This is an optimization exercise on Yosys and OpenROAD, whose aim is small area, not a production implementation.
Only simulation tests tie the RTL to the original design; equivalence was not proved.
The flow treats the clock pin as an ideal source, which a real chip does not have.
Power figures rest on the tool's default switching activity, not on a simulated workload.

File: flow/config.mk
export PLATFORM = sky130hd
export DESIGN_NAME = regfile_mp
export DESIGN_NICKNAME = regfile_mp
export VERILOG_FILES = /design/flow/design.v
export SDC_FILE = /design/flow/constraint.sdc
export NUM_CORES = 8
export LEC_CHECK = 0
export CAP_MARGIN = 20
export CORE_MARGIN = 2
export CORE_UTILIZATION = 40
export CTS_BUF_LIST = sky130_fd_sc_hd__clkbuf_16
export CTS_CLUSTER_DIAMETER = 100
export CTS_CLUSTER_SIZE = 25
export SLEW_MARGIN = 20
export SYNTH_HIERARCHICAL = 1
File: flow/constraint.sdc
create_clock -name core_clock -period 8.0 [get_ports {clk}]
set_input_delay 1.6000 -clock core_clock [delete_from_list [all_inputs] [get_ports {clk}]]
set_output_delay 1.6000 -clock core_clock [all_outputs]
set_load 0.01 [all_outputs]
File: flow/design.v
module regfile_mp #(
  parameter int XLEN = 32,
  parameter int AW   = 5,
  parameter int NRP  = 2
) (
  input  logic                clk,
  input  logic                rst,
  input  logic [NRP*AW-1:0]   rd_addr,
  output logic [NRP*XLEN-1:0] rd_data,
  output logic [NRP-1:0]      rd_ready,
  input  logic                wa_en,
  input  logic [AW-1:0]       wa_addr,
  input  logic [XLEN-1:0]     wa_data,
  input  logic                wb_en,
  input  logic [AW-1:0]       wb_addr,
  input  logic [XLEN-1:0]     wb_data,
  input  logic                claim_en,
  input  logic [AW-1:0]       claim_addr,
  output logic [AW:0]         pend_cnt
);
  localparam int NREG = 1 << AW;
  logic [XLEN-1:0] st   [1:NREG-1];    
  logic [XLEN-1:0] st_n [1:NREG-1];
  logic [NREG-1:1] valid;
  logic [NREG-1:1] pending;
  logic            ph;
  logic [NREG-1:1] sa, sb, hold, rel, clm;
  logic [XLEN-1:0] wa_x, wb_x;
  logic            wb_en_only;
  assign wa_x = wa_data ^ {XLEN{ph}};
  assign wb_x = wb_data ^ {XLEN{ph}};
  assign wb_en_only = wb_en && !(wa_en && (wa_addr == wb_addr));
  for (genvar i = 1; i < NREG; i++) begin : g_reg
    assign sa[i]   = wa_en && (wa_addr == i);
    assign sb[i]   = wb_en_only && (wb_addr == i);
    assign hold[i] = !(sa[i] || sb[i]);
    assign rel[i]  = wb_en && (wb_addr == i);
    assign clm[i]  = claim_en && (claim_addr == i);
    for (genvar b = 0; b < XLEN; b++) begin : g_bit
      rf_wbit u_w (.sa(sa[i]), .sb(sb[i]), .h(hold[i]), .a(wa_x[b]), .b(wb_x[b]), .q(st[i][b]),
                   .d(st_n[i][b]));
    end
    always_ff @(posedge clk) begin
      st[i] <= st_n[i];
    end
    always_ff @(posedge clk or posedge rst) begin
      if (rst) begin
        valid[i]   <= 1'b0;
        pending[i] <= 1'b0;
      end else begin
        valid[i]   <= valid[i] | !hold[i];
        pending[i] <= clm[i] | (pending[i] & !rel[i]);
      end
    end
  end
  always_ff @(posedge clk or posedge rst) begin
    if (rst) ph <= 1'b0;
    else     ph <= !ph;
  end
  logic cnt_inc, cnt_dec;
  assign cnt_inc = |(clm & ~pending);
  assign cnt_dec = |(rel & pending & ~clm);
  always_ff @(posedge clk or posedge rst) begin
    if (rst) pend_cnt <= '0;
    else     pend_cnt <= pend_cnt + {{AW{1'b0}}, cnt_inc} - {{AW{1'b0}}, cnt_dec};
  end
  for (genvar k = 0; k < NRP; k++) begin : g_rd
    logic [AW-1:0]   a;
    logic [NREG-1:1] dec, rs;
    logic            any;
    assign a = rd_addr[k*AW +: AW];
    for (genvar i = 1; i < NREG; i++) begin : g_dec
      assign dec[i] = (a == i);
    end
    assign rs  = dec & valid;
    assign any = |rs;
    assign rd_ready[k] = !(|(dec & pending));
    for (genvar b = 0; b < XLEN; b++) begin : g_bit
      logic [NREG-1:1] col;
      for (genvar i = 1; i < NREG; i++) begin : g_col
        assign col[i] = st[i][b];
      end
      rf_rbit u_r (.sel(rs), .d(col), .x(any & ph), .y(rd_data[k*XLEN + b]));
    end
  end
endmodule
module rf_wbit (
  input  logic sa, sb, h, a, b, q,
  output logic d
);
  assign d = ~((sa & a) | (sb & b) | (h & q));
endmodule
module rf_aoi3 (
  input  logic s0, d0, s1, d1, s2, d2,
  output logic y
);
  assign y = ~((s0 & d0) | (s1 & d1) | (s2 & d2));
endmodule
module rf_rbit (
  input  logic [30:0] sel,
  input  logic [30:0] d,
  input  logic        x,
  output logic        y
);
  logic [10:0] t;
  for (genvar g = 0; g < 10; g++) begin : g_t
    rf_aoi3 u_t (.s0(sel[3*g]), .d0(d[3*g]), .s1(sel[3*g+1]), .d1(d[3*g+1]),
                 .s2(sel[3*g+2]), .d2(d[3*g+2]), .y(t[g]));
  end
  assign t[10] = ~(sel[30] & d[30]);
  assign y = (~&t) ^ x;
endmodule
File: flow/flow/run.sh
#!/bin/bash
# Own layout flow: the standard flow (standard.sh, unchanged synthesis) with two changes:
#  - the port buffers are buf_1 cells (BUFFER_PORTS_ARGS);
#  - before each physical step, flow/hook.tcl marks logic cells of drive 2 and up and buffers
#    above buf_2 don't-use, so repair and rebuffering build from small cells.
# make's full output goes to flow_synth.log and flow_layout.log here; ORFS keeps each step's
# own log under orfs/logs.
set -euo pipefail
H="$PWD/flow/hook.tcl"
bash standard.sh synth > flow_synth.log 2>&1
bash standard.sh \
  "BUFFER_PORTS_ARGS=-buffer_cell sky130_fd_sc_hd__buf_1" \
  "PRE_FLOORPLAN_TCL=$H" "PRE_GLOBAL_PLACE_TCL=$H" "PRE_RESIZE_TCL=$H" \
  "PRE_DETAIL_PLACE_TCL=$H" "PRE_REPAIR_TIMING_POST_PLACE_TCL=$H" "PRE_CTS_TCL=$H" \
  "PRE_GLOBAL_ROUTE_TCL=$H" "PRE_DETAIL_ROUTE_TCL=$H" \
  finish > flow_layout.log 2>&1
File: flow/flow/hook.tcl
# Sourced before each physical step: keep the resizer to minimum-size logic cells and to
# buf_1/buf_2 buffers. Clock cells (clkbuf/clkinv) stay available for CTS.
set_dont_use {sky130_fd_sc_hd__a2111o_2 sky130_fd_sc_hd__a2111o_4 sky130_fd_sc_hd__a2111oi_2 sky130_fd_sc_hd__a2111oi_4 sky130_fd_sc_hd__a211o_2 sky130_fd_sc_hd__a211o_4 sky130_fd_sc_hd__a211oi_2 sky130_fd_sc_hd__a211oi_4 sky130_fd_sc_hd__a21bo_2 sky130_fd_sc_hd__a21bo_4 sky130_fd_sc_hd__a21boi_2 sky130_fd_sc_hd__a21boi_4 sky130_fd_sc_hd__a21o_2 sky130_fd_sc_hd__a21o_4 sky130_fd_sc_hd__a21oi_2 sky130_fd_sc_hd__a21oi_4 sky130_fd_sc_hd__a221o_2 sky130_fd_sc_hd__a221o_4 sky130_fd_sc_hd__a221oi_2 sky130_fd_sc_hd__a221oi_4 sky130_fd_sc_hd__a22o_2 sky130_fd_sc_hd__a22o_4 sky130_fd_sc_hd__a22oi_2 sky130_fd_sc_hd__a22oi_4 sky130_fd_sc_hd__a2bb2o_2 sky130_fd_sc_hd__a2bb2o_4 sky130_fd_sc_hd__a2bb2oi_2 sky130_fd_sc_hd__a2bb2oi_4 sky130_fd_sc_hd__a311o_2 sky130_fd_sc_hd__a311o_4 sky130_fd_sc_hd__a311oi_2 sky130_fd_sc_hd__a311oi_4 sky130_fd_sc_hd__a31o_2 sky130_fd_sc_hd__a31o_4 sky130_fd_sc_hd__a31oi_2 sky130_fd_sc_hd__a31oi_4 sky130_fd_sc_hd__a32o_2 sky130_fd_sc_hd__a32o_4 sky130_fd_sc_hd__a32oi_2 sky130_fd_sc_hd__a32oi_4 sky130_fd_sc_hd__a41o_2 sky130_fd_sc_hd__a41o_4 sky130_fd_sc_hd__a41oi_2 sky130_fd_sc_hd__a41oi_4 sky130_fd_sc_hd__and2_2 sky130_fd_sc_hd__and2_4 sky130_fd_sc_hd__and2b_2 sky130_fd_sc_hd__and2b_4 sky130_fd_sc_hd__and3_2 sky130_fd_sc_hd__and3_4 sky130_fd_sc_hd__and3b_2 sky130_fd_sc_hd__and3b_4 sky130_fd_sc_hd__and4_2 sky130_fd_sc_hd__and4_4 sky130_fd_sc_hd__and4b_2 sky130_fd_sc_hd__and4b_4 sky130_fd_sc_hd__and4bb_2 sky130_fd_sc_hd__and4bb_4 sky130_fd_sc_hd__buf_12 sky130_fd_sc_hd__buf_16 sky130_fd_sc_hd__buf_4 sky130_fd_sc_hd__buf_6 sky130_fd_sc_hd__buf_8 sky130_fd_sc_hd__bufbuf_16 sky130_fd_sc_hd__bufbuf_8 sky130_fd_sc_hd__bufinv_16 sky130_fd_sc_hd__bufinv_8 sky130_fd_sc_hd__dfbbn_2 sky130_fd_sc_hd__dfsbp_2 sky130_fd_sc_hd__dfxbp_2 sky130_fd_sc_hd__dlclkp_2 sky130_fd_sc_hd__dlclkp_4 sky130_fd_sc_hd__dlrbn_2 sky130_fd_sc_hd__dlrbp_2 sky130_fd_sc_hd__dlrtn_2 sky130_fd_sc_hd__dlrtn_4 sky130_fd_sc_hd__dlrtp_2 sky130_fd_sc_hd__dlrtp_4 sky130_fd_sc_hd__dlxbn_2 sky130_fd_sc_hd__dlxtn_2 sky130_fd_sc_hd__dlxtn_4 sky130_fd_sc_hd__ebufn_2 sky130_fd_sc_hd__ebufn_4 sky130_fd_sc_hd__ebufn_8 sky130_fd_sc_hd__einvn_2 sky130_fd_sc_hd__einvn_4 sky130_fd_sc_hd__einvn_8 sky130_fd_sc_hd__einvp_2 sky130_fd_sc_hd__einvp_4 sky130_fd_sc_hd__einvp_8 sky130_fd_sc_hd__fa_2 sky130_fd_sc_hd__fa_4 sky130_fd_sc_hd__ha_2 sky130_fd_sc_hd__ha_4 sky130_fd_sc_hd__inv_12 sky130_fd_sc_hd__inv_16 sky130_fd_sc_hd__inv_2 sky130_fd_sc_hd__inv_4 sky130_fd_sc_hd__inv_6 sky130_fd_sc_hd__inv_8 sky130_fd_sc_hd__maj3_2 sky130_fd_sc_hd__maj3_4 sky130_fd_sc_hd__mux2_2 sky130_fd_sc_hd__mux2_4 sky130_fd_sc_hd__mux2_8 sky130_fd_sc_hd__mux2i_2 sky130_fd_sc_hd__mux2i_4 sky130_fd_sc_hd__mux4_2 sky130_fd_sc_hd__mux4_4 sky130_fd_sc_hd__nand2_2 sky130_fd_sc_hd__nand2_4 sky130_fd_sc_hd__nand2_8 sky130_fd_sc_hd__nand2b_2 sky130_fd_sc_hd__nand2b_4 sky130_fd_sc_hd__nand3_2 sky130_fd_sc_hd__nand3_4 sky130_fd_sc_hd__nand3b_2 sky130_fd_sc_hd__nand3b_4 sky130_fd_sc_hd__nand4_2 sky130_fd_sc_hd__nand4_4 sky130_fd_sc_hd__nand4b_2 sky130_fd_sc_hd__nand4b_4 sky130_fd_sc_hd__nand4bb_2 sky130_fd_sc_hd__nand4bb_4 sky130_fd_sc_hd__nor2_2 sky130_fd_sc_hd__nor2_4 sky130_fd_sc_hd__nor2_8 sky130_fd_sc_hd__nor2b_2 sky130_fd_sc_hd__nor2b_4 sky130_fd_sc_hd__nor3_2 sky130_fd_sc_hd__nor3_4 sky130_fd_sc_hd__nor3b_2 sky130_fd_sc_hd__nor3b_4 sky130_fd_sc_hd__nor4_2 sky130_fd_sc_hd__nor4_4 sky130_fd_sc_hd__nor4b_2 sky130_fd_sc_hd__nor4b_4 sky130_fd_sc_hd__nor4bb_2 sky130_fd_sc_hd__nor4bb_4 sky130_fd_sc_hd__o2111a_2 sky130_fd_sc_hd__o2111a_4 sky130_fd_sc_hd__o2111ai_2 sky130_fd_sc_hd__o2111ai_4 sky130_fd_sc_hd__o211a_2 sky130_fd_sc_hd__o211a_4 sky130_fd_sc_hd__o211ai_2 sky130_fd_sc_hd__o211ai_4 sky130_fd_sc_hd__o21a_2 sky130_fd_sc_hd__o21a_4 sky130_fd_sc_hd__o21ai_2 sky130_fd_sc_hd__o21ai_4 sky130_fd_sc_hd__o21ba_2 sky130_fd_sc_hd__o21ba_4 sky130_fd_sc_hd__o21bai_2 sky130_fd_sc_hd__o21bai_4 sky130_fd_sc_hd__o221a_2 sky130_fd_sc_hd__o221a_4 sky130_fd_sc_hd__o221ai_2 sky130_fd_sc_hd__o221ai_4 sky130_fd_sc_hd__o22a_2 sky130_fd_sc_hd__o22a_4 sky130_fd_sc_hd__o22ai_2 sky130_fd_sc_hd__o22ai_4 sky130_fd_sc_hd__o2bb2a_2 sky130_fd_sc_hd__o2bb2a_4 sky130_fd_sc_hd__o2bb2ai_2 sky130_fd_sc_hd__o2bb2ai_4 sky130_fd_sc_hd__o311a_2 sky130_fd_sc_hd__o311a_4 sky130_fd_sc_hd__o311ai_2 sky130_fd_sc_hd__o311ai_4 sky130_fd_sc_hd__o31a_2 sky130_fd_sc_hd__o31a_4 sky130_fd_sc_hd__o31ai_2 sky130_fd_sc_hd__o31ai_4 sky130_fd_sc_hd__o32a_2 sky130_fd_sc_hd__o32a_4 sky130_fd_sc_hd__o32ai_2 sky130_fd_sc_hd__o32ai_4 sky130_fd_sc_hd__o41a_2 sky130_fd_sc_hd__o41a_4 sky130_fd_sc_hd__o41ai_2 sky130_fd_sc_hd__o41ai_4 sky130_fd_sc_hd__or2_2 sky130_fd_sc_hd__or2_4 sky130_fd_sc_hd__or2b_2 sky130_fd_sc_hd__or2b_4 sky130_fd_sc_hd__or3_2 sky130_fd_sc_hd__or3_4 sky130_fd_sc_hd__or3b_2 sky130_fd_sc_hd__or3b_4 sky130_fd_sc_hd__or4_2 sky130_fd_sc_hd__or4_4 sky130_fd_sc_hd__or4b_2 sky130_fd_sc_hd__or4b_4 sky130_fd_sc_hd__or4bb_2 sky130_fd_sc_hd__or4bb_4 sky130_fd_sc_hd__sdfbbn_2 sky130_fd_sc_hd__sdfsbp_2 sky130_fd_sc_hd__sdfxbp_2 sky130_fd_sc_hd__sdlclkp_2 sky130_fd_sc_hd__sdlclkp_4 sky130_fd_sc_hd__sedfxbp_2 sky130_fd_sc_hd__xnor2_2 sky130_fd_sc_hd__xnor2_4 sky130_fd_sc_hd__xnor3_2 sky130_fd_sc_hd__xnor3_4 sky130_fd_sc_hd__xor2_2 sky130_fd_sc_hd__xor2_4 sky130_fd_sc_hd__xor3_2 sky130_fd_sc_hd__xor3_4 }
File: flow/standard.sh
#!/bin/bash
# synth_recipe.tcl (not shown) runs the flow's synth.tcl, then flattens the netlist and writes it again
# the make line also repeats each setting of config.mk as NAME=value (left out here)
make -C /OpenROAD-flow-scripts/flow DESIGN_CONFIG=/design/flow/config.mk WORK_HOME=/design/flow/orfs CLKGATE_MAP_FILE= SYNTH_SCRIPT=/design/flow/synth_recipe.tcl "${@:-finish}"
==> results of run 1 <==
## power by group through the flow
| stage | combinational [mW] | sequential (mW) | clock, mW |
|---|---|---|---|
| after floorplan | 2.25 | 8.02 | 0 |
| after global placement | 3.15 | 8.38 | 0 |
| after detailed placement | 3.23 | 8.41 | 0 |
| after CTS | 3.24 | 8.30 | 3.02 |
| after global routing | 3.55 | 8.55 | 3.19 |
| final | 3.37 | 8.41 | 3.04 |
## logic make-up after synthesis
kind of cell,synth area share (%)
adder cells (fa/ha/maj),0.2100
multiplexers,0.3509
buffers and inverters,0.8648
AO/OA/AOI/OAI,41.51
AND/OR/NAND/NOR,6.725
flip-flops,47.67
XOR/XNOR,2.669
## Yosys stat by module (local to each module, per instance)
module | copies in the design | area [um^2] | cells inside | flip-flops and latches
regfile_mp | 1 | 26380 | 1822 | 1061
rf_rbit | 64 | 40.04 | 5 | 0
rf_aoi3 | 640 | 10.01 | 1 | 0
rf_wbit | 992 | 10.01 | 1 | 0
## registers in the layout, summed over array words and instances, names as in the netlist
signal and flops:
pend_cnt 6, st 992, ph 1, pending 31, valid 31
## worst paths after layout
kind / startpoint / end / slack (ps) / depth (start not counted)
min: st[14][20] / st[14][20] / 490 / 1
min in group asynchronous: rst / pending[29] / 900 / 2
max: rd_addr[5] / rd_data[52] / 650 / 9
min reg2reg: st[14][20] / st[14][20] / 490 / 1
max reg2reg: ph / st[28][25] / 4050 / 4
max in group asynchronous: rst / valid[25] / 5960 / 3
## per-stage QoR
stage | power, mW | cells | util (%) | hold WS, ps | cell area (um^2)
after floorplan | 10.27 | 3774 | - | 442.5 | 45280
final | 14.81 | 5796 | 45.00 | 486.5 | 50550
after global routing | 15.30 | 5795 | 45.00 | 498.6 | 50550
after detailed placement | 11.64 | 5730 | 43.73 | 472.3 | 49130
after global placement | 11.53 | 5725 | 43.71 | 463.3 | 49100
after CTS | 14.55 | 5792 | 44.96 | 487.3 | 50510
## layout by cell type (no fill, tap or decap), types with 54 or more instances in the layout
cell type	count
sky130_fd_sc_hd__a2111oi_2	64
sky130_fd_sc_hd__xor2_1	69
sky130_fd_sc_hd__nor2_1	90
sky130_fd_sc_hd__xnor2_1	69
sky130_fd_sc_hd__buf_1	283
sky130_fd_sc_hd__dfrtp_1	68
sky130_fd_sc_hd__nand2_1	118
sky130_fd_sc_hd__o21ai_0	54
sky130_fd_sc_hd__nand4_1	141
sky130_fd_sc_hd__and3_1	54
sky130_fd_sc_hd__buf_2	245
sky130_fd_sc_hd__dfxtp_1	992
sky130_fd_sc_hd__a222oi_1	1632
## layer usage
metal	GRT usage [%]	share of wire, %	up-vias
li1	-	-	20016
met1	53.14	34	25370
met2	56.08	38	6167
met3	15.82	19	1317
met4	27.71	9.2	6
met5	0.7353	0.051	-
## layout make-up
type	instances	area share (%)
Sequential cell	1061	42.71
Tap cell	1500	3.713
Antenna cell	1	0.004950
Multi-Input combinational cell	2623	46.10
Clock inverter	11	0.2153
Clock buffer	51	2.524
Inverter	16	0.1213
Timing Repair Buffer	533	4.616
==> metrics list, run 1 <==
- Result of the run: finished clean
* Area Overhead vs Synth: 11.64%
- Placeable Area: 112300 um^2
- Measured against its own limit, the worst slew margin works out to 11.40%.
* Switching Share: 34.45%
* Clock network fraction of total power: 20.5%
- Counting both buffers and inverters, the worst setup path holds a total of 3.
- Top-level port count: 166
- Adding up every negative setup slack in the final design gives 0 ps.
* Total internal power: 9.708 mW
- # resized after CTS: 0
- Warnings from Yosys: 10
- Number of buffers inserted by port buffering: 165
- Sink count of the clock tree: 1061
- STA classifies the critical path endpoint as an output port.
- Post-layout minimum cycle time: 7351 ps
- Across the VDD grid, the largest voltage drop is 194.1 uV.
- Iteration count of the initial detailed-routing pass: 22
- Half-perimeter wire length of the detailed placement result: 159300 um
- The slowest stage of the critical path belongs to the cell sky130_fd_sc_hd__a2111oi_2.
- Number of core rows: 123
- The worst setup path is launched from an input port.
- Worst-path cell chain: buf_1 -> nor2b_1 -> and3_1 -> buf_2 -> a222oi_1 -> nand4_1 -> a2111oi_2 -> xnor2_1 -> buf_1
* Post-synth design cell area: 45280 um^2
- Most instantiated flip-flop cell in the synthesis netlist: sky130_fd_sc_hd__dfxtp_1
* Initial Utilization: 40.31%
- Final setup violating endpoints: 0
- Comb power frac: 22.7%
- CTS tree: done
- Power density cells: 293.0 nW/um^2
* Flops & latches, synth: 1061
- Drt total wl: 253900 um
- The final count of pins violating max slew came to 0.
* Avg Cell Area, Syn: 12.00 um^2
- Fill cells in the final layout number 10741.
- Summing all flip-flop and latch instances after layout gives 21590 um^2.
* Vertical die dimension: 340.5 um
* Most frequently used cell type in the post-synthesis netlist: sky130_fd_sc_hd__a222oi_1
- At the end of the flow, the number of nets in the layout was 4386.
- Most Frequent Cell on Critical Path: sky130_fd_sc_hd__buf_1
- Along the worst path, the maximum fanout reaches 13.
- On the critical path the largest part of the delay comes from compound AO/OA/AOI/OAI gates.
* Clock slew seen by the registers of the worst setup and hold paths: 100 ps
- Setup repair after global routing left no endpoint under its margin.
* Vias in the first global route: 47665
* Global route overflow: 0
- After layout, the worst path uses 91.89% of the clock period.
* Proportion of layout cells with a drive suffix above 1: 9.220%
* Synth async-reset ratio: 6.503%
- Cell type with the largest total area after synthesis: sky130_fd_sc_hd__dfxtp_1
- Worst Clk Skew: 42.50 ps
- Required arrival time at the worst endpoint: 6400 ps
- Iteration-0 DRC Markers: 20272
* Source-to-sink clock delay at the later pin of the worst-skew pair: 720 ps
- Slew of the pin with the lowest slew margin: 1324 ps
* Proportion of netlist area held by the largest area contributor: 43.86%
- Area of combinational cells with multiple inputs: 23300 um^2
* Worst setup path category: input port to output port
- Top post-synthesis cells by count: sky130_fd_sc_hd__a222oi_1 (1632), sky130_fd_sc_hd__dfxtp_1 (992), sky130_fd_sc_hd__nand4_1 (141)
- The final route contains 52876 vias.
* Post-CTS setup buffers: 0
* Die W: 340.5 um
- Number of library cell types mapped by synthesis: 79
- Post-synth EDFFs: 0
- Via density per instance: 9.123
- For this design the static power due to leakage is 17.25 nW.
* Sequential fraction of the synthesis area: 47.67%
* Cts bufs inserted: 50
- For the worst setup path, the data arrival time is 5750 ps.
- Antenna violations before repair: 3
* Ranking of synthesized cells by area: sky130_fd_sc_hd__dfxtp_1 (44%), sky130_fd_sc_hd__a222oi_1 (36%), sky130_fd_sc_hd__dfrtp_1 (3.8%)
- Across every metal layer, demand over resource in global routing totals 41.09%.
- The share of total power dissipated in sequential elements is 56.8%.
- Wire length of the first global-routing pass: 354200 um
- The number of hold buffers added after CTS was 0.
- Worst min-delay path category: flip-flop to flip-flop
* Number of DRC violations after detailed routing: 0
- The tool flagged a number of max-cap violations equal to 0.
* Fmax achieved: 0.1360 GHz
- Weighted congestion at the end of routability-driven global placement: 1.073
- Largest net degree at the start of global routing: 37
* Setup slack after layout: 648.5 ps
* ANT nets after route: 0
- Total nets after synthesis: 3875
- Synthesis handed over a netlist of 3774 instances.
* Net switching power of the design: 5.102 mW
- Prior to clock tree synthesis, the placed netlist has a worst setup slack of 1101 ps.
- Wire length per cell: 43.81 um
- Delay of the slowest cell on the worst path: 1150 ps
- The die covers 115900 um^2.
* Hold Fails Final Rpt: 0
==> run 2: changes to the inputs <==
--- a/flow/design.v
+++ b/flow/design.v
@@ -27,13 +27,25 @@
   logic [NREG-1:1] sa, sb, hold, rel, clm;
   logic [XLEN-1:0] wa_x, wb_x;
   logic            wb_en_only;
+  function automatic logic [3:0] pre_lo_n(input logic [AW-1:0] a);
+    for (int j = 0; j < 4; j++) pre_lo_n[j] = !(a[1:0] == j);
+  endfunction
+  function automatic logic [7:0] pre_hi_n(input logic en, input logic [AW-1:0] a);
+    for (int j = 0; j < 8; j++) pre_hi_n[j] = !(en && (a[4:2] == j));
+  endfunction
   assign wa_x = wa_data ^ {XLEN{ph}};
   assign wb_x = wb_data ^ {XLEN{ph}};
   assign wb_en_only = wb_en && !(wa_en && (wa_addr == wb_addr));
+  logic [3:0] wa_lo_n, wb_lo_n;
+  logic [7:0] wa_hi_n, wb_hi_n;
+  assign wa_lo_n = pre_lo_n(wa_addr);
+  assign wa_hi_n = pre_hi_n(wa_en, wa_addr);
+  assign wb_lo_n = pre_lo_n(wb_addr);
+  assign wb_hi_n = pre_hi_n(wb_en_only, wb_addr);
   for (genvar i = 1; i < NREG; i++) begin : g_reg
-    assign sa[i]   = wa_en && (wa_addr == i);
-    assign sb[i]   = wb_en_only && (wb_addr == i);
-    assign hold[i] = !(sa[i] || sb[i]);
+    rf_wsel u_sel (.a_lo_n(wa_lo_n[i % 4]), .a_hi_n(wa_hi_n[i / 4]),
+                   .b_lo_n(wb_lo_n[i % 4]), .b_hi_n(wb_hi_n[i / 4]),
+                   .sa(sa[i]), .sb(sb[i]), .h(hold[i]));
     assign rel[i]  = wb_en && (wb_addr == i);
     assign clm[i]  = claim_en && (claim_addr == i);
     for (genvar b = 0; b < XLEN; b++) begin : g_bit
@@ -67,12 +79,16 @@
   for (genvar k = 0; k < NRP; k++) begin : g_rd
     logic [AW-1:0]   a;
     logic [NREG-1:1] dec, rs;
+    logic [3:0]      lo;
+    logic [7:0]      hi;
     logic            any;
-    assign a = rd_addr[k*AW +: AW];
+    assign a  = rd_addr[k*AW +: AW];
+    assign lo = ~pre_lo_n(a);
+    assign hi = ~pre_hi_n(1'b1, a);
     for (genvar i = 1; i < NREG; i++) begin : g_dec
       assign dec[i] = (a == i);
+      rf_rsel u_rs (.lo(lo[i % 4]), .hi(hi[i / 4]), .v(valid[i]), .s(rs[i]));
     end
-    assign rs  = dec & valid;
     assign any = |rs;
     assign rd_ready[k] = !(|(dec & pending));
     for (genvar b = 0; b < XLEN; b++) begin : g_bit
@@ -83,6 +99,26 @@
       rf_rbit u_r (.sel(rs), .d(col), .x(any & ph), .y(rd_data[k*XLEN + b]));
     end
   end
+endmodule
+module rf_nor2 (
+  input  logic a, b,
+  output logic y
+);
+  assign y = ~(a | b);
+endmodule
+module rf_wsel (
+  input  logic a_lo_n, a_hi_n, b_lo_n, b_hi_n,
+  output logic sa, sb, h
+);
+  rf_nor2 u_a (.a(a_lo_n), .b(a_hi_n), .y(sa));
+  rf_nor2 u_b (.a(b_lo_n), .b(b_hi_n), .y(sb));
+  rf_nor2 u_h (.a(sa), .b(sb), .y(h));
+endmodule
+module rf_rsel (
+  input  logic lo, hi, v,
+  output logic s
+);
+  assign s = lo & hi & v;
 endmodule
 module rf_wbit (
   input  logic sa, sb, h, a, b, q,
@@ -108,5 +144,23 @@
                  .s2(sel[3*g+2]), .d2(d[3*g+2]), .y(t[g]));
   end
   assign t[10] = ~(sel[30] & d[30]);
-  assign y = (~&t) ^ x;
+  logic [2:0] p;
+  logic       o;
+  rf_nand4 u_p0 (.a(t[0]), .b(t[1]), .c(t[2]), .d(t[3]), .y(p[0]));
+  rf_nand4 u_p1 (.a(t[4]), .b(t[5]), .c(t[6]), .d(t[7]), .y(p[1]));
+  rf_nand3 u_p2 (.a(t[8]), .b(t[9]), .c(t[10]), .y(p[2]));
+  rf_or3   u_o  (.a(p[0]), .b(p[1]), .c(p[2]), .y(o));
+  rf_xor2  u_x  (.a(o), .b(x), .y(y));
 endmodule
+module rf_nand4 (input logic a, b, c, d, output logic y);
+  assign y = ~(a & b & c & d);
+endmodule
+module rf_nand3 (input logic a, b, c, output logic y);
+  assign y = ~(a & b & c);
+endmodule
+module rf_or3 (input logic a, b, c, output logic y);
+  assign y = a | b | c;
+endmodule
+module rf_xor2 (input logic a, b, output logic y);
+  assign y = a ^ b;
+endmodule
--- a/flow/config.mk
+++ b/flow/config.mk
@@ -10,6 +10,6 @@
 export CORE_UTILIZATION = 40
 export CTS_BUF_LIST = sky130_fd_sc_hd__clkbuf_16
 export CTS_CLUSTER_DIAMETER = 100
-export CTS_CLUSTER_SIZE = 25
+export CTS_CLUSTER_SIZE = 22
 export SLEW_MARGIN = 20
 export SYNTH_HIERARCHICAL = 1
==> metrics list, run 2 <==
- Number of library cell types mapped by synthesis: 65
- Entering global routing, the biggest net connects 34 pins.
* Post-synth design cell area: 44510 um^2
* Post-CTS setup buffers: 0
- Summed over its instances, the top area cell type makes up 44.61% of the synthesized netlist area.
* Required arrival time at the worst endpoint: 6400 ps
- The count of nets left with antenna violations once routing finished came out at 0.
- Filler cell count in the final layout: 10550
- For this run, the detailed router's first-pass iteration total came to 19.
- Top-level port count: 166
- The area growth from synthesis to layout is 12.24%.
- Along the worst path, the maximum fanout reaches 32.
- Routability-driven placement finished with a final weighted congestion of 1.019.
- Cts-stage hold buffer count: 0
- Global routing used 40.07% of the available tracks across all layers.
- For this run, the slowest stage of the critical path takes 920 ps.
- In this run the most critical hold path is launched from valid[28].
* Fmax achieved: 0.1320 GHz
- Crit. End Element: output port
* Sequential fraction of the synthesis area: 48.49%
- The number of nets in the synthesized netlist is 3874.
- Final number of max-transition violations: 0
* Die outline area: 114000 um^2
* Hold Fails Final Rpt: 0
* Antenna violations before repair: 12
- Worst setup path category: input port to output port
* Sink count of the clock tree: 1061
- By instance count, the leading cell after synthesis is sky130_fd_sc_hd__a222oi_1.
* Number of vias after detailed routing: 51522
* Setup slack after layout: 425.3 ps
* Largest register FFs: 992
- After clock tree synthesis, the clock-pin slew on the worst setup and hold paths is 90 ps.
- Once detailed placement completed, the half-perimeter wirelength came to 152100 um.
- The worst hold path belongs to the class flip-flop to flip-flop.
* Flops & latches, synth: 1061
- Number of core rows: 122
* Max stage delay cell, worst path: sky130_fd_sc_hd__buf_2
- By count the netlist is led by sky130_fd_sc_hd__a222oi_1 (1632), sky130_fd_sc_hd__dfxtp_1 (992), sky130_fd_sc_hd__nand4_1 (144).
- Post-layout minimum cycle time: 7575 ps
- Source-to-sink clock delay at the later pin of the worst-skew pair: 740 ps
* Number of nets in the finished design: 4393
* Tot Pwr: 14.78 mW
* Number of DRC violations after detailed routing: 0
- The library cell used most frequently in the layout, excluding fill and tap cells, is sky130_fd_sc_hd__a222oi_1.
- Summed over all layers, the global routing overflow is 0.
* Post-synth EDFFs: 0
- The critical path goes through buf_1 -> nor2b_1 -> and3_1 -> buf_2 -> a222oi_1 -> nand4_1 -> or3_1 -> xor2_1 -> buf_1.
* Slew of the pin with the lowest slew margin: 1271 ps
* Result of the run: finished clean
* Startpoint types: input port
* Vias in the first global route: 46911
* Cell type with the largest total area after synthesis: sky130_fd_sc_hd__dfxtp_1
* Cts bufs inserted: 55
* Max-cap violations: 0
- In the final layout, the share of cells above drive strength 1 is 7.898%.
- Ranking of synthesized cells by area: sky130_fd_sc_hd__dfxtp_1 (45%), sky130_fd_sc_hd__a222oi_1 (37%), sky130_fd_sc_hd__dfrtp_1 (3.9%)
* Wire length of the first global-routing pass: 338700 um
- # resized after CTS: 0
- The first routing iteration left 17893 violations.
- Power density cells: 295.8 nW/um^2
* Vertical die dimension: 337.6 um
- Final setup violating endpoints: 0
* Most used cells in the layout excluding fill and tap cells: sky130_fd_sc_hd__a222oi_1 (1632), sky130_fd_sc_hd__dfxtp_1 (992), sky130_fd_sc_hd__buf_1 (258)
- Setup repair after global routing left no endpoint under its margin.
- Core Util, Final: 45.21%
- The largest registers in the layout are st: 992 flops, pending: 31 flops, valid: 31 flops.
- Buffers placed on the I/O ports in this run total 165.
- Final-layout setup total negative slack: 0 ps
- Tracing the worst setup path back leads to its startpoint at rd_addr[1].
- Worst reg2reg startpoint: ph
- For this configuration, the core starts out at a cell density of 40.28%.
- After detailed routing, the average wire length per cell comes to 41.50 um.
* Die W: 337.6 um
- Arrival time worst endpoint: 5970 ps
- Warnings from Yosys: 10
* Via density per instance: 8.885
- Post-Synthesis Cells: 3773
- In this run the tightest slew margin relative to its limit is 15.24%.
* Fraction of the cycle the final worst path needs: 94.68%
* Avg Cell Area, Syn: 11.80 um^2
* Setup Slack @ Placement: 798.3 ps
* Standby leakage power: 17.37 nW
- TritonCTS built the clock tree.
- Max IR drop VDD: 196.0 uV
- Most Frequent Cell on Critical Path: sky130_fd_sc_hd__buf_1
- Clock skew on the completed layout was measured at 28.47 ps.
- The total area inside the core boundary comes to 110500 um^2.
- st holds more flip-flops than any other register.
* Synth async-reset ratio: 6.503%
- Drt total wl: 240600 um
- Most instantiated flip-flop cell in the synthesis netlist: sky130_fd_sc_hd__dfxtp_1
==> run 2: cell count changes after synthesis, moves of 29 or more <==
cell                        delta
sky130_fd_sc_hd__xnor2_1      -60
sky130_fd_sc_hd__xor2_1       +60
sky130_fd_sc_hd__nand3_1      +59
sky130_fd_sc_hd__a21oi_1      -35
sky130_fd_sc_hd__a2111oi_2    -64
sky130_fd_sc_hd__nand2b_1     +29
sky130_fd_sc_hd__or3_1        +61
sky130_fd_sc_hd__a211o_1      -30
==> run 2: worst max-delay path, delay by kind of cell <==
kind / cells / cell delay, ps
buffers and inverters: 3 / 1590
and+or+nand+nor: 4 / 2290
AOI/OAI and AO/OA: 1 / 190
xor gates and xnor gates: 1 / 270
==> run 2: path summary, 6_finish.rpt <==
| kind | endpoint | slack [ps] | cells past startpoint |
|---|---|---|---|
| max reg2reg | st[3][8] | 4690 | 4 |
| min | valid[28] | 490 | 1 |
| max | rd_data[24] | 430 | 9 |
| min reg2reg | valid[28] | 490 | 1 |
| min in group asynchronous | pend_cnt[5] | 810 | 2 |
| max in group asynchronous | pending[30] | 6100 | 3 |
==> run 2: cells by family (layout without fill, tap and decap cells) <==
family	after synthesis	after routing	synth area share, %
multiplexers	16	16	0.4385
AO/OA/AOI/OAI	1769	1769	38.78
XOR/XNOR	138	138	2.715
other	0	6	0
buffers and inverters	70	602	0.6437
flip-flops	1061	1061	48.49
AND/OR/NAND/NOR	712	712	8.722
adder cells (fa/ha/maj)	7	7	0.2136
==> run 2: cell type report <==
cell class / instances / area [um^2] / area share [%]
multi-input cells: 2642 / 22640 / 45.32
flip-flops and latches: 1061 / 21590 / 43.21
repair buffers: 514 / 2257 / 4.518
well taps: 1488 / 1862 / 3.727
clock buffers: 57 / 1426 / 2.855
clock inverters: 13 / 100.1 / 0.2004
inverters: 18 / 68.82 / 0.1377
diodes: 6 / 15.01 / 0.03005
==> run 2: per-module statistics from Yosys, one instance, submodules excluded, excerpt <==
module,copies in the design,flops+latches,cell area [um^2],cells
regfile_mp,1,1061,25120,1602
rf_aoi3,640,0,10.01,1
rf_wbit,992,0,10.01,1
rf_xor2,64,0,8.758,1
rf_nand4,128,0,6.256,1
rf_or3,64,0,6.256,1
rf_rsel,62,0,6.256,1
rf_nand3,64,0,5.005,1
rf_nor2,93,0,3.754,1
rf_rbit,64,0,3.754,1
==> run 2: power by group <==
part	switching [mW]	leakage (nW)	internal, mW
clock	1.90	0.760	1.29
combinational	1.73	7.43	1.49
sequential	1.39	9.19	6.98
total	5.03	17.4	9.75
==> run 2: stage by stage <==
| step | cells | area (um^2) | hold slack, ps |
|---|---|---|---|
| 2_1_floorplan | 3773 | 44510 | 442.7 |
| 3_3_place_gp | 5704 | 48320 | 460.8 |
| 3_5_place_dp | 5715 | 48370 | 465.6 |
| 4_1_cts | 5785 | 49900 | 486.4 |
| 5_1_grt | 5793 | 49950 | 498.8 |
| 6_report | 5799 | 49960 | 487.2 |
==> run 2: metal layers <==
| metal | vias up | wire, um | part of all wire [%] | GRT usage, % |
|---|---|---|---|---|
| met1 | 24948 | 82920 | 34 | 52.61 |
| met4 | 12 | 20010 | 8.3 | 25.52 |
| met2 | 5566 | 93810 | 39 | 55.33 |
| li1 | 19854 | - | - | - |
| met3 | 1142 | 43790 | 18 | 14.23 |
| met5 | - | 117 | 0.049 | 0.3404 |
==> run 3: changes to the inputs <==
==> flow/flow/run.sh (replaced) <==
#!/bin/bash
# Own layout flow: the standard flow (standard.sh, unchanged synthesis) with these changes:
#  - the port buffers are buf_1 cells (BUFFER_PORTS_ARGS);
#  - before each physical step, flow/hook.tcl marks logic cells of drive 2 and up and buffers
#    above buf_2 don't-use, so repair and rebuffering build from small cells;
set -euo pipefail
H="$PWD/flow/hook.tcl"
bash standard.sh synth > flow_synth.log 2>&1
bash standard.sh \
  "BUFFER_PORTS_ARGS=-buffer_cell sky130_fd_sc_hd__buf_1" \
  "CTS_ARGS=-sink_clustering_enable -repair_clock_nets -sink_clustering_size 25 -sink_clustering_max_diameter 100 -buf_list sky130_fd_sc_hd__clkbuf_16 -dont_use_dummy_load" \
  "PRE_FLOORPLAN_TCL=$H" "PRE_GLOBAL_PLACE_TCL=$H" "PRE_RESIZE_TCL=$H" \
  "PRE_DETAIL_PLACE_TCL=$H" "PRE_REPAIR_TIMING_POST_PLACE_TCL=$H" "PRE_CTS_TCL=$H" \
  "PRE_GLOBAL_ROUTE_TCL=$H" "PRE_DETAIL_ROUTE_TCL=$H" \
  finish > flow_layout.log 2>&1
--- a/flow/config.mk
+++ b/flow/config.mk
@@ -10,6 +10,6 @@
 export CORE_UTILIZATION = 40
 export CTS_BUF_LIST = sky130_fd_sc_hd__clkbuf_16
 export CTS_CLUSTER_DIAMETER = 100
-export CTS_CLUSTER_SIZE = 22
+export CTS_CLUSTER_SIZE = 25
 export SLEW_MARGIN = 20
 export SYNTH_HIERARCHICAL = 1
==> metrics list, run 3 <==
* Result of the run: finished clean
- Max IR drop VDD: 173.9 uV
- Most Frequent Cell on Critical Path: sky130_fd_sc_hd__nor2_1
- Counting every instance in the synthesized netlist gives 3773.
- Global route overflow: 0
- Setup violations remaining at the end of the flow were counted as 0.
* GR Util met3: 14.27%
- TritonCTS built the clock tree.
* Fmax achieved: 0.1327 GHz
* Vias in the first global route: 46793
- The finished layout holds 5776 standard cells, fillers aside.
- After clock tree synthesis, the repair step resized 0 gates.
- Regs by FF count: st: 992 flops, pending: 31 flops, valid: 31 flops
- Cell type with the largest total area after synthesis: sky130_fd_sc_hd__dfxtp_1
- The Yosys step of the flow raised 10 warnings.
- The worst setup path is launched from an input port.
- Most common cell after layout, fill and taps aside: sky130_fd_sc_hd__a222oi_1
- The floorplan step defined a core boundary enclosing 110500 um^2.
* Die outline area: 114000 um^2
- Top-level port count: 166
- In this run, CTS created clock tree buffers numbering 50.
- Top post-synthesis cells by count: sky130_fd_sc_hd__a222oi_1 (1632), sky130_fd_sc_hd__dfxtp_1 (992), sky130_fd_sc_hd__nand4_1 (144)
- Global routing consumed, over all layers together, 39.99% of the routing resources.
- Worst min-delay path category: flip-flop to flip-flop
- Die W: 337.6 um
- Fraction of the cycle the final worst path needs: 94.20%
* Cts-stage hold buffer count: 0
- Data on the critical path is required at its endpoint by 6400 ps.
* FF+latch area: 21590 um^2
- Delay of the slowest cell on the worst path: 1050 ps
- Flops & latches, synth: 1061
- Initial Utilization: 40.28%
* Clock slew seen by the registers of the worst setup and hold paths: 70 ps
* Final-layout setup total negative slack: 0 ps
- Largest register FFs: 992
- Iteration-0 DRC Markers: 17616
- Wire length of the first global-routing pass: 337700 um
- At the pin with the least slew margin, the transition time is 1294 ps.
* CP top delay family: simple AND/OR/NAND/NOR gates
* Worst-path cell chain: buf_1 -> nand2b_1 -> nor2_1 -> and3_1 -> nor4_1 -> nand4_1 -> nor2_1 -> nor2_1 -> buf_2 -> buf_2 -> xor2_1 -> buf_1
- Iteration count of the initial detailed-routing pass: 17
- Half-perimeter wire length of the detailed placement result: 152100 um
- Number of vias after detailed routing: 51307
* Maximum fanout along the worst path: 19
* Source-to-sink clock delay at the later pin of the worst-skew pair: 740 ps
- The detail route stage leaves a number of antenna-violating nets equal to 0.
- Via density per instance: 8.883
- In this run the power density over the cells is 292.2 nW/um^2.
- The floorplan step set the die height to 337.6 um.
* Sequential fraction of the synthesis area: 48.49%
* Sink count of the clock tree: 1061
- Max-cap violations in this run came to 0.
- Headroom to the max-slew limit came out at 13.71%.
- Post-synth design cell area: 44510 um^2
* Avg Cell Area, Syn: 11.80 um^2
- Final number of max-transition violations: 0
* Number of DRC violations after detailed routing: 0
- Number of nets in the finished design: 4388
- Tot Pwr: 14.52 mW
- Synth async-reset ratio: 6.503%
- In this run the static leakage power is 17.23 nW.
- Proportion of netlist area held by the largest area contributor: 44.61%
- Entering global routing, the biggest net connects 34 pins.
* Proportion of layout cells with a drive suffix above 1: 7.608%
* Filler cell count in the final layout: 10570
- The floorplan has 122 rows.
- After detailed routing, the total wire length is 240300 um.
- For the finished layout, the period the worst path requires is 7536 ps.
- sky130_fd_sc_hd__a222oi_1 is the most common cell in the netlist.
- The worst setup path is of the input port to output port kind.
- The number of different library cells used by synthesis comes to 65.
* Hold Fails Final Rpt: 0
- RSZ-0062 raised after global routing: no
- Before CTS, the worst setup slack after placement is 798.3 ps.
- Worst Clk Skew: 56.34 ps
- Compared with the post-synthesis result, the final layout area differs by 11.60%.
- Setup slack after layout: 463.9 ps
- Met1 GRT Util: 52.37%
- Most instantiated flip-flop cell in the synthesis netlist: sky130_fd_sc_hd__dfxtp_1
- Most used cells in the layout excluding fill and tap cells: sky130_fd_sc_hd__a222oi_1 (1632), sky130_fd_sc_hd__dfxtp_1 (992), sky130_fd_sc_hd__buf_1 (258)
- Post-synth EDFFs: 0
* Gr busiest metal: met2
* Max stage delay cell, worst path: sky130_fd_sc_hd__and3_1
- In the post-synthesis netlist, the biggest area contributors are sky130_fd_sc_hd__dfxtp_1 (45%), sky130_fd_sc_hd__a222oi_1 (37%), sky130_fd_sc_hd__dfrtp_1 (3.9%).
* Area of combinational cells with multiple inputs: 22640 um^2
* Crit. End Element: output port
- Met2 global-route usage: 55.13%
- Counting flops per register, the top entry is st.
- Weighted congestion at the end of routability-driven global placement: 1.019
* Post-CTS setup buffers: 0
* Antenna violations before repair: 11
- Once placement completed, the tool counted placed cells totaling 5715.
- Number of buffers inserted by port buffering: 165
- Wire length per cell: 41.60 um
- Synthesis produced a netlist with a net count of 3874.
- Arrival time worst endpoint: 5940 ps
- The critical path contains buffers and inverters numbering 4 combined.
[run 3: cell counts after synthesis]
No cell type changed its count.
[run 3: cells by family (layout without fill, tap and decap cells)]
kind of cell / count (synthesis) / count (layout) / synth area share, %
other cells: 0 / 3 / 0
xor+xnor: 138 / 138 / 2.715
buf+inv: 70 / 582 / 0.6437
simple gates: 712 / 712 / 8.722
mux: 16 / 16 / 0.4385
flops: 1061 / 1061 / 48.49
compound gates: 1769 / 1769 / 38.78
fa+ha+maj: 7 / 7 / 0.2136
[run 3: final timing paths]
path | startpoint | to | slack, ps | cells after the start
hold reg to reg | valid[28] | valid[28] | 480 | 1
setup reg to reg | ph | st[3][8] | 4730 | 4
setup / recovery | rd_addr[8] | rd_data[41] | 460 | 12
hold / removal | valid[28] | valid[28] | 480 | 1
max in group asynchronous | rst | pending[30] | 6040 | 3
min in group asynchronous | rst | pend_cnt[2] | 850 | 2
[run 3: per-module statistics from Yosys (local to each module, per instance), excerpt]
module | copies in the design | cells | area, um^2 | flops+latches
rf_xor2 | 64 | 1 | 8.758 | 0
rf_rsel | 62 | 1 | 6.256 | 0
rf_nand4 | 128 | 1 | 6.256 | 0
rf_nor2 | 93 | 1 | 3.754 | 0
rf_nand3 | 64 | 1 | 5.005 | 0
rf_or3 | 64 | 1 | 6.256 | 0
regfile_mp | 1 | 1602 | 25120 | 1061
rf_aoi3 | 640 | 1 | 10.01 | 0
rf_wbit | 992 | 1 | 10.01 | 0
[run 3: cell type report]
class	instances	area share [%]
multi-input combinational	2642	45.58
sequential	1061	43.46
timing repair buffer	514	4.544
tap	1488	3.748
clock buffer	50	2.519
inverter	18	0.1385
antenna	3	0.01511
[run 3: stage by stage]
stage | hold slack [ps] | area (um^2) | utilization [%]
after floorplan | 442.7 | 44510 | -
after global placement | 460.8 | 48320 | 43.72
after detailed placement | 465.6 | 48370 | 43.77
after CTS | 482.2 | 49620 | 44.90
after global routing | 500.4 | 49670 | 44.94
final | 480.5 | 49680 | 44.95
[run 3: where the power goes]
group,internal [mW],leakage [nW],switching (mW)
Sequential,6.98,9.19,1.40
Clock,1.12,0.616,1.81
Combinational,1.49,7.43,1.73
[run 3: layer usage]
layer  up-vias  wire length [um]  part of all wire [%]
met5         -               203                 0.084
met4        12             19960                   8.3
met3      1144             43630                    18
met2      5622             93530                    39
met1     24726             82950                    35
li1      19803                 -                     -
==> run 4: changes to the inputs <==
--- a/flow/flow/run.sh
+++ b/flow/flow/run.sh
@@ -8,7 +8,7 @@
 bash standard.sh synth > flow_synth.log 2>&1
 bash standard.sh \
   "BUFFER_PORTS_ARGS=-buffer_cell sky130_fd_sc_hd__buf_1" \
-  "CTS_ARGS=-sink_clustering_enable -repair_clock_nets -sink_clustering_size 25 -sink_clustering_max_diameter 100 -buf_list sky130_fd_sc_hd__clkbuf_16 -dont_use_dummy_load" \
+  "CTS_ARGS=-sink_clustering_enable -repair_clock_nets -sink_clustering_size 28 -sink_clustering_max_diameter 100 -buf_list sky130_fd_sc_hd__clkbuf_16 -dont_use_dummy_load" \
   "PRE_FLOORPLAN_TCL=$H" "PRE_GLOBAL_PLACE_TCL=$H" "PRE_RESIZE_TCL=$H" \
   "PRE_DETAIL_PLACE_TCL=$H" "PRE_REPAIR_TIMING_POST_PLACE_TCL=$H" "PRE_CTS_TCL=$H" \
   "PRE_GLOBAL_ROUTE_TCL=$H" "PRE_DETAIL_ROUTE_TCL=$H" \
--- a/flow/config.mk
+++ b/flow/config.mk
@@ -10,6 +10,6 @@
 export CORE_UTILIZATION = 40
 export CTS_BUF_LIST = sky130_fd_sc_hd__clkbuf_16
 export CTS_CLUSTER_DIAMETER = 100
-export CTS_CLUSTER_SIZE = 25
+export CTS_CLUSTER_SIZE = 28
 export SLEW_MARGIN = 20
 export SYNTH_HIERARCHICAL = 1
==> metrics list, run 4 <==
- Slew of the pin with the lowest slew margin: 1298 ps
* Antenna violations before repair: 9
* Number of vias after detailed routing: 51269
- Detailed placement ended at an HPWL of 152100 um.
- The number of setup buffers added after CTS is 0.
- The synthesized netlist contains 65 unique library cells.
- For this run, the detailed router's first-pass iteration total came to 23.
- Across the routed clock network, the largest skew measured is 65.67 ps.
- Standby leakage power: 17.17 nW
* Most used cells in the layout excluding fill and tap cells: sky130_fd_sc_hd__a222oi_1 (1632), sky130_fd_sc_hd__dfxtp_1 (992), sky130_fd_sc_hd__buf_1 (258)
- The die is 337.6 um tall.
* Arrival time worst endpoint: 5920 ps
- Area Overhead vs Synth: 11.33%
- Register bank with the most flops: st
- In the synthesized netlist the async set-or-reset flop fraction comes to 6.503%.
* Source-to-sink clock delay at the later pin of the worst-skew pair: 730 ps
- # resized after CTS: 0
* Cts-stage hold buffer count: 0
- The floorplan step defined a die boundary enclosing 114000 um^2.
- Number of core rows: 122
* Hold Fails Final Rpt: 0
- In this design, the stage delay of the slowest critical-path cell is 1030 ps.
- Wire length of the first global-routing pass: 337700 um
- Most common cell after layout, fill and taps aside: sky130_fd_sc_hd__a222oi_1
* Avg Cell Area, Syn: 11.80 um^2
- Post-layout minimum cycle time: 7523 ps
- The tightest hold path in the finished design has a slack of 490.2 ps.
- Across the run, the number of max-cap violations was 0.
- Startpoint types: input port
- After detailed routing, the number of remaining DRC violations is 0.
- Largest register FFs: 992
* Die W: 337.6 um
- Final number of max-transition violations: 0
* Iteration-0 DRC Markers: 17846
* Sequential fraction of the synthesis area: 48.49%
- Counting buffers and inverters, the worst setup path is 12 cells deep.
- Post-synth EDFFs: 0
* RSZ-0062 raised after global routing: no
* Worst slew margin relative to its limit: 13.48%
- sky130_fd_sc_hd__dfxtp_1 takes more of the synthesized area than any other cell.
- Number of instances on the worst hold path: 1
* Max IR drop VDD: 165.6 uV
- Input and output buffers added on the ports amount to 165.
* Fmax achieved: 0.1329 GHz
- Global routing finished with a remaining overflow of 0.
- Sorting the synthesized cells by area gives the leading types as sky130_fd_sc_hd__dfxtp_1 (45%), sky130_fd_sc_hd__a222oi_1 (37%), sky130_fd_sc_hd__dfrtp_1 (3.9%).
- At the end of routability-driven placement, the weighted congestion stood at 1.019.
- Setup violations remaining at the end of the flow were counted as 0.
- Drt total wl: 239700 um
- The largest registers in the layout are st: 992 flops, pending: 31 flops, valid: 31 flops.
- Required arrival time at the worst endpoint: 6400 ps
- The number of clock buffers added by TritonCTS is 45.
- In this run the register-to-register setup slack is 4690 ps.
- Number of cells traversed by the worst register-to-register path: 4
- Most Frequent Cell on Critical Path: sky130_fd_sc_hd__nor2_1
* Fraction of the cycle the final worst path needs: 94.04%
* Worst path buffer plus inverter count: 4
- Post-Synthesis Cells: 3773
* Final-layout setup total negative slack: 0 ps
- The most common cell in the synthesized netlist is sky130_fd_sc_hd__a222oi_1.
- Result of the run: finished clean
* Power density cells: 290.0 nW/um^2
- Post-synth design cell area: 44510 um^2
- Via density per instance: 8.882
- The critical path is of the input port to output port type.
- In this run the standard cell core region covers 110500 um^2.
- On the critical path the largest part of the delay comes from simple AND/OR/NAND/NOR gates.
- The number of global-route vias before repair came to 46738.
* Flops & latches, synth: 1061
- Wire length per cell: 41.53 um
* Proportion of layout cells with a drive suffix above 1: 7.522%
- For this run, the number of Yosys warnings is 10.
* Worst-path cell chain: buf_1 -> nand2b_1 -> nor2_1 -> and3_1 -> nor4_1 -> nand4_1 -> nor2_1 -> nor2_1 -> buf_2 -> buf_2 -> xor2_1 -> buf_1
- CTS tree: done
- Proportion of netlist area held by the largest area contributor: 44.61%
* Top post-synthesis cells by count: sky130_fd_sc_hd__a222oi_1 (1632), sky130_fd_sc_hd__dfxtp_1 (992), sky130_fd_sc_hd__nand4_1 (144)
* Initial Utilization: 40.28%
* ANT nets after route: 0
* Number of nets in the finished design: 4384
- The worst setup path is captured at an output port.
- Entering global routing, the biggest net connects 34 pins.
- 166 I/O pins were placed.
- In this run the worst path has a maximum fanout of 19.
* Worst min-delay path category: flip-flop to flip-flop
* Filler cell count in the final layout: 10583
* Total nets after synthesis: 3874
- For this design, the slowest cell found on the critical path is sky130_fd_sc_hd__and3_1.
* Sink count of the clock tree: 1061
- Most instantiated flip-flop cell in the synthesis netlist: sky130_fd_sc_hd__dfxtp_1
- After clock tree synthesis, the clock-pin slew on the worst setup and hold paths is 110 ps.
- In the global route stage, overall resource usage came out at 39.96%.
[run 4: where the power goes]
part           switching [mW]  total [mW]  internal [mW]  leakage (nW)
Sequential               1.40        8.37           6.97          9.19
Combinational            1.72        3.21           1.49          7.43
Clock                    1.78        2.79           1.02         0.555
Total                    4.90        14.4           9.48          17.2
[run 4: per-stage QoR]
step                      setup slack, ps  total power, mW  instances  instance area, um^2  util (%)
after floorplan                     842.8            10.12       3773                44510         -
after CTS                           798.1            14.14       5760                49500     44.79
after detailed placement            798.3            11.48       5715                48370     43.77
final                               477.0            14.37       5772                49560     44.84
after global routing                416.3            14.89       5769                49550     44.84
after global placement              915.7            11.36       5704                48320     43.72
[run 4: worst reg2reg max path, delay by kind of cell (launching register included)]
| family | cells | cell delay (ps) |
|---|---|---|
| xor+xnor | 1 | 510 |
| compound gates | 1 | 280 |
| flops | 1 | 730 |
| buf+inv | 2 | 1630 |
[run 4: final timing paths]
| kind | to | from |
|---|---|---|
| max in group asynchronous | pending[30] | rst |
| worst min-delay path | st[26][0] | st[26][0] |
| worst min register to register | st[26][0] | st[26][0] |
| min in group asynchronous | pend_cnt[5] | rst |
| worst max-delay path | rd_data[41] | rd_addr[8] |
| worst max register to register | st[29][8] | ph |
[run 4: area by class of cell]
cell class | instances | area (um^2) | area share [%]
multi-input combinational | 2642 | 22640 | 45.69
timing repair buffer | 515 | 2262 | 4.565
tap | 1488 | 1862 | 3.757
inverter | 18 | 68.82 | 0.1389
sequential | 1061 | 21590 | 43.56
clock buffer | 45 | 1126 | 2.272
antenna | 3 | 7.507 | 0.01515
[run 4: cells by family (layout without fill, tap and decap cells)]
group | Yosys count | count (layout) | synth area share [%]
compound gates | 1769 | 1769 | 38.78
flops | 1061 | 1061 | 48.49
fa+ha+maj | 7 | 7 | 0.2136
other cells | 0 | 3 | 0
buf+inv | 70 | 578 | 0.6437
mux | 16 | 16 | 0.4385
xor+xnor | 138 | 138 | 2.715
simple gates | 712 | 712 | 8.722
[run 4: Yosys stat by module, one instance, submodules excluded, excerpt]
module      flip-flops and latches  cells  area [um^2]  times used
rf_nand3                         0      1        5.005          64
rf_nor2                          0      1        3.754          93
rf_nand4                         0      1        6.256         128
rf_rsel                          0      1        6.256          62
regfile_mp                    1061   1602        25120           1
rf_rbit                          0      1        3.754          64
rf_or3                           0      1        6.256          64
rf_wbit                          0      1        10.01         992
rf_aoi3                          0      1        10.01         640
rf_xor2                          0      1        8.758          64
[run 4: routing by layer]
layer / GRT usage [%] / routed length [um] / vias up
li1: - / - / 19796
met1: 52.66 / 83200 / 24755
met2: 55.32 / 93410 / 5629
met3: 13.82 / 43070 / 1083
met4: 25.20 / 19970 / 6
met5: 0.3404 / 36 / -
==> run 5: changes to the inputs <==
--- a/flow/design.v
+++ b/flow/design.v
@@ -69,16 +69,26 @@
     if (rst) ph <= 1'b0;
     else     ph <= !ph;
   end
-  logic cnt_inc, cnt_dec;
-  assign cnt_inc = |(clm & ~pending);
-  assign cnt_dec = |(rel & pending & ~clm);
+  logic [3:0] cl_lo, wr_lo;
+  logic [7:0] cl_hi, wr_hi;
+  logic       pend_c_n, pend_b_n, claim_ok, cnt_inc, cnt_dec;
+  assign cl_lo = ~pre_lo_n(claim_addr);
+  assign cl_hi = ~pre_hi_n(claim_en, claim_addr);
+  assign wr_lo = ~pre_lo_n(wb_addr);
+  assign wr_hi = ~pre_hi_n(wb_en, wb_addr);
+  rf_mux31n u_pc (.v(pending), .lo(cl_lo), .hi(cl_hi), .y_n(pend_c_n));
+  rf_mux31n u_pb (.v(pending), .lo(wr_lo), .hi(wr_hi), .y_n(pend_b_n));
+  assign claim_ok = claim_en && (claim_addr != '0);
+  assign cnt_inc  = claim_ok && pend_c_n;
+  assign cnt_dec  = !pend_b_n && !(claim_ok && (claim_addr == wb_addr));
   always_ff @(posedge clk or posedge rst) begin
     if (rst) pend_cnt <= '0;
     else     pend_cnt <= pend_cnt + {{AW{1'b0}}, cnt_inc} - {{AW{1'b0}}, cnt_dec};
   end
   for (genvar k = 0; k < NRP; k++) begin : g_rd
     logic [AW-1:0]   a;
-    logic [NREG-1:1] dec, rs;
+    logic [NREG-1:1] rs;
+    logic            any_n;
     logic [3:0]      lo;
     logic [7:0]      hi;
     logic            any;
@@ -86,11 +96,11 @@
     assign lo = ~pre_lo_n(a);
     assign hi = ~pre_hi_n(1'b1, a);
     for (genvar i = 1; i < NREG; i++) begin : g_dec
-      assign dec[i] = (a == i);
       rf_rsel u_rs (.lo(lo[i % 4]), .hi(hi[i / 4]), .v(valid[i]), .s(rs[i]));
     end
-    assign any = |rs;
-    assign rd_ready[k] = !(|(dec & pending));
+    rf_mux31n u_any (.v(valid), .lo(lo), .hi(hi), .y_n(any_n));
+    rf_mux31n u_rdy (.v(pending), .lo(lo), .hi(hi), .y_n(rd_ready[k]));
+    assign any = !any_n;
     for (genvar b = 0; b < XLEN; b++) begin : g_bit
       logic [NREG-1:1] col;
       for (genvar i = 1; i < NREG; i++) begin : g_col
@@ -99,6 +109,40 @@
       rf_rbit u_r (.sel(rs), .d(col), .x(any & ph), .y(rd_data[k*XLEN + b]));
     end
   end
+endmodule
+module rf_mux31n (
+  input  logic [31:1] v,
+  input  logic [3:0]  lo,
+  input  logic [7:0]  hi,
+  output logic        y_n
+);
+  logic [7:0] g;
+  for (genvar h = 0; h < 8; h++) begin : g_h
+    logic [3:0] w;
+    for (genvar l = 0; l < 4; l++) begin : g_l
+      if (h == 0 && l == 0) begin : g_z
+        assign w[l] = 1'b0;
+      end else begin : g_v
+        assign w[l] = v[4 * h + l];
+      end
+    end
+    rf_ao4 u_g (.s(lo), .d(w), .y(g[h]));
+  end
+  rf_ao8n u_y (.s(hi), .d(g), .y(y_n));
+endmodule
+module rf_ao4 (
+  input  logic [3:0] s,
+  input  logic [3:0] d,
+  output logic       y
+);
+  assign y = |(s & d);
+endmodule
+module rf_ao8n (
+  input  logic [7:0] s,
+  input  logic [7:0] d,
+  output logic       y
+);
+  assign y = ~|(s & d);
 endmodule
 module rf_nor2 (
   input  logic a, b,
==> metrics list, run 5 <==
* Worst hold slack across all endpoints: 483.8 ps
- Once the clock tree was built, the resizer swapped 0 gates to a different size.
* Hold Fails Final Rpt: 0
- Setup repair after global routing left no endpoint under its margin.
- Cts bufs inserted: 46
- Synth async-reset ratio: 6.503%
* Global route overflow: 0
- The worst setup path is of the input port to output port kind.
- Once detail routing completed, the nets flagged for antenna violations numbered 0.
- Final number of max-transition violations: 0
* Area Overhead vs Synth: 11.84%
- Max-cap violations in this run came to 0.
- Startpoint types: input port
- Placeable Area: 109200 um^2
* Die outline area: 113100 um^2
- The worst register-to-register path ends at st[19][21].
* Required arrival time at the worst endpoint: 6400 ps
- CTS tree: done
* Maximum fanout along the worst path: 16
- Result of the run: finished clean
- Post-CTS setup buffers: 0
- Fraction of the cycle the final worst path needs: 91.28%
* Most Frequent Cell on Critical Path: sky130_fd_sc_hd__buf_1
* Half-perimeter wire length of the detailed placement result: 148100 um
- Regs by FF count: st: 992 flops, pending: 31 flops, valid: 31 flops
* Standby leakage power: 17.53 nW
- By area the synthesized netlist is led by sky130_fd_sc_hd__dfxtp_1 (45%), sky130_fd_sc_hd__a222oi_1 (37%), sky130_fd_sc_hd__dfrtp_1 (3.9%).
- Final setup violating endpoints: 0
- Summing the sequential cell areas from Yosys gives 48.85% of the chip area.
* Worst min-delay path category: flip-flop to flip-flop
- The initial antenna violation count is 11.
- Top-level port count: 166
- The floorplan has 121 rows.
* Number of cells traversed by the worst register-to-register path: 4
- Register bank with the most flops: st
- Top post-synthesis cells by count: sky130_fd_sc_hd__a222oi_1 (1632), sky130_fd_sc_hd__dfxtp_1 (992), sky130_fd_sc_hd__nand2_1 (136)
- Crit. End Element: output port
- Post-synth EDFFs: 0
* Via density per instance: 8.802
- Warnings from Yosys: 10
- The first global-routing pass estimated 325700 um of wire.
- Largest register FFs: 992
- The critical path ends at rd_data[31].
* Sink count of the clock tree: 1061
* Clock slew seen by the registers of the worst setup and hold paths: 60 ps
* Post-layout minimum cycle time: 7303 ps
* Source-to-sink clock delay at the later pin of the worst-skew pair: 690 ps
- For this run, the leading register cell type out of synthesis is sky130_fd_sc_hd__dfxtp_1.
- Dividing the detail-routed wire length by the instance count gives 39.82 um.
* Delay of the slowest cell on the worst path: 1070 ps
- In this run, post-CTS hold repair placed 0 buffers.
- Die W: 336.4 um
* Post-synth design cell area: 44180 um^2
- During placement, the flow inserted port buffers numbering 165.
- The count of cells in the finished layout, fillers not included, comes to 5773.
- At the end of routability-driven placement, the weighted congestion stood at 1.007.
- Most frequently used cell type in the post-synthesis netlist: sky130_fd_sc_hd__a222oi_1
- Between clock sinks in the finished design, the worst skew comes to 60.70 ps.
- The final layout contains routed wiring with a total length of 229900 um.
- In this run the power density over the cells is 290.5 nW/um^2.
- Iteration count of the initial detailed-routing pass: 17
* Number of cells after detailed placement: 5716
* Flops & latches, synth: 1061
- Worst reg2reg startpoint: ph
- Initial Utilization: 40.48%
- Worst slew margin relative to its limit: 12.68%
* Max stage delay cell, worst path: sky130_fd_sc_hd__and3_1
* Launch point of the worst path: rd_addr[4]
- Of all cell types, the one taking the most synthesized area is sky130_fd_sc_hd__dfxtp_1.
* Tot GR Track Use: 38.35%
- Max IR drop VDD: 173.7 uV
- Most used cells in the layout excluding fill and tap cells: sky130_fd_sc_hd__a222oi_1 (1632), sky130_fd_sc_hd__dfxtp_1 (992), sky130_fd_sc_hd__buf_2 (265)
* Avg Cell Area, Syn: 11.81 um^2
- In this run the register-to-register setup slack is 4230 ps.
- The net count of the finished layout is 4393.
- In the final layout, the share of cells above drive strength 1 is 7.506%.
- Worst-path cell chain: buf_1 -> nor3b_1 -> and3_1 -> buf_2 -> a222oi_1 -> nand4_1 -> or3_1 -> xor2_1 -> buf_1
* Vertical die dimension: 336.4 um
- Entering global routing, the biggest net connects 34 pins.
- Proportion of netlist area held by the largest area contributor: 44.95%
- For the final routed database, the setup TNS stands at 0 ps.
* Number of library cell types mapped by synthesis: 37
- Summing over every cut layer, the via total after detailed routing is 50816.
- The number of global-route vias before repair is 45903.
* Fmax achieved: 0.1369 GHz
* Arrival time worst endpoint: 5700 ps
* Slew of the pin with the lowest slew margin: 1310 ps
- The library cell used most frequently in the layout, excluding fill and tap cells, is sky130_fd_sc_hd__a222oi_1.
* Iteration-0 DRC Markers: 17888
- Total nets after synthesis: 3842
- In the routed design, unresolved DRC markers number 0.
* Post-Synthesis Cells: 3741
## run 5: through the flow
step           setup WS, ps  cell area, um^2  total power [mW]  util (%)
6_report              697.5            49410             14.35     45.27
4_1_cts                1091            49360             14.16     45.22
3_3_place_gp           1148            48190             11.35     44.14
2_1_floorplan          1365            44180             10.12         -
5_1_grt               799.5            49400             14.86     45.26
3_5_place_dp           1102            48210             11.46     44.17
## run 5: kinds of logic after synthesis
kind of cell,Yosys count,share of synthesized area (%)
simple gates,652,7.736
other cells,6,0.05097
compound gates,1823,39.84
xor+xnor,143,2.835
fa+ha+maj,7,0.2152
flops,1061,48.85
buf+inv,49,0.4701
## run 5: per-layer routing
metal / track usage [%] / wire, um / up-vias
met5: 0 / 65 / -
met2: 53.87 / 92260 / 5421
li1: - / - / 19724
met4: 22.57 / 16510 / 10
met1: 51.47 / 80520 / 24747
met3: 11.81 / 40500 / 914
## run 5: area by class of cell
type	count	area [um^2]
Antenna cell	7	17.52
Timing Repair Buffer	520	2297
Sequential cell	1061	21590
Clock buffer	46	1151
Multi-Input combinational cell	2631	22390
Fill cell	10437	59740
Tap cell	1476	1847
Inverter	32	121.4
## run 5: modules after synthesis, one instance, submodules excluded, a selection
module	cells	flip-flops and latches	copies in the design	cell area, um^2
rf_ao4	3	0	48	18.77
rf_ao8n	5	0	6	38.79
rf_aoi3	1	0	640	10.01
rf_nand3	1	0	64	5.005
rf_nand4	1	0	128	6.256
rf_nor2	1	0	93	3.754
rf_rbit	1	0	64	3.754
rf_wbit	1	0	992	10.01
## run 5: power breakdown
| group | switching [mW] | total, mW | leakage (nW) | internal, mW |
|---|---|---|---|---|
| Combinational | 1.70 | 3.18 | 7.78 | 1.49 |
| Clock | 1.77 | 2.81 | 0.567 | 1.04 |
| Sequential | 1.38 | 8.36 | 9.19 | 6.98 |
| Total | 4.85 | 14.4 | 17.5 | 9.50 |
## run 5: how the worst min path moves through the flow
stage / from / endpoint / slack [ps] / cells past startpoint
after floorplan: st[10][0] / st[10][0] / 460 / 1
after global placement: st[22][1] / st[22][1] / 460 / 1
after detailed placement: st[28][4] / st[28][4] / 470 / 1
after CTS: st[20][30] / st[20][30] / 490 / 1
after global routing: st[20][22] / st[20][22] / 500 / 1
final: st[20][30] / st[20][30] / 480 / 1
## run 5: critical path, delay by kind of cell
family | cells | cell delay, ps
compound gates | 1 | 200
simple gates | 4 | 2600
buf+inv | 3 | 1030
xor+xnor | 1 | 260

port drivers added, routing unchanged:
In the flow no input, the clock included, has a driving cell. The finished layouts below were timed again as built, in two steps.
Step 1, drivers: a clkbuf_16 drives clk and a buf_2 each remaining input, both assumed.
Step 2 times the ports against the registers' clock, not the clock port: input delays grow and output delays shrink by t, the midpoint of the rising clock arrivals with the driver on.
a / b / c = no drivers / after step 1 / after step 2; a / b = the first two.
run	t, ns	setup slack, ns	worst data-port slew with drivers (ns)
run 1	0.779	0.649 / 0.621 / 0.621	0.08
run 2	0.800	0.425 / 0.369 / 0.369	0.10
run 3	0.765	0.464 / 0.412 / 0.412	0.09
run 4	0.752	0.477 / 0.416 / 0.416	0.09
run 5	0.736	0.697 / 0.674 / 0.674	0.04
After both steps setup and hold are still met in every run listed. The setup slack of run 4, which loses most, moves by -0.061 ns with the drivers and by -0.061 ns with both steps.
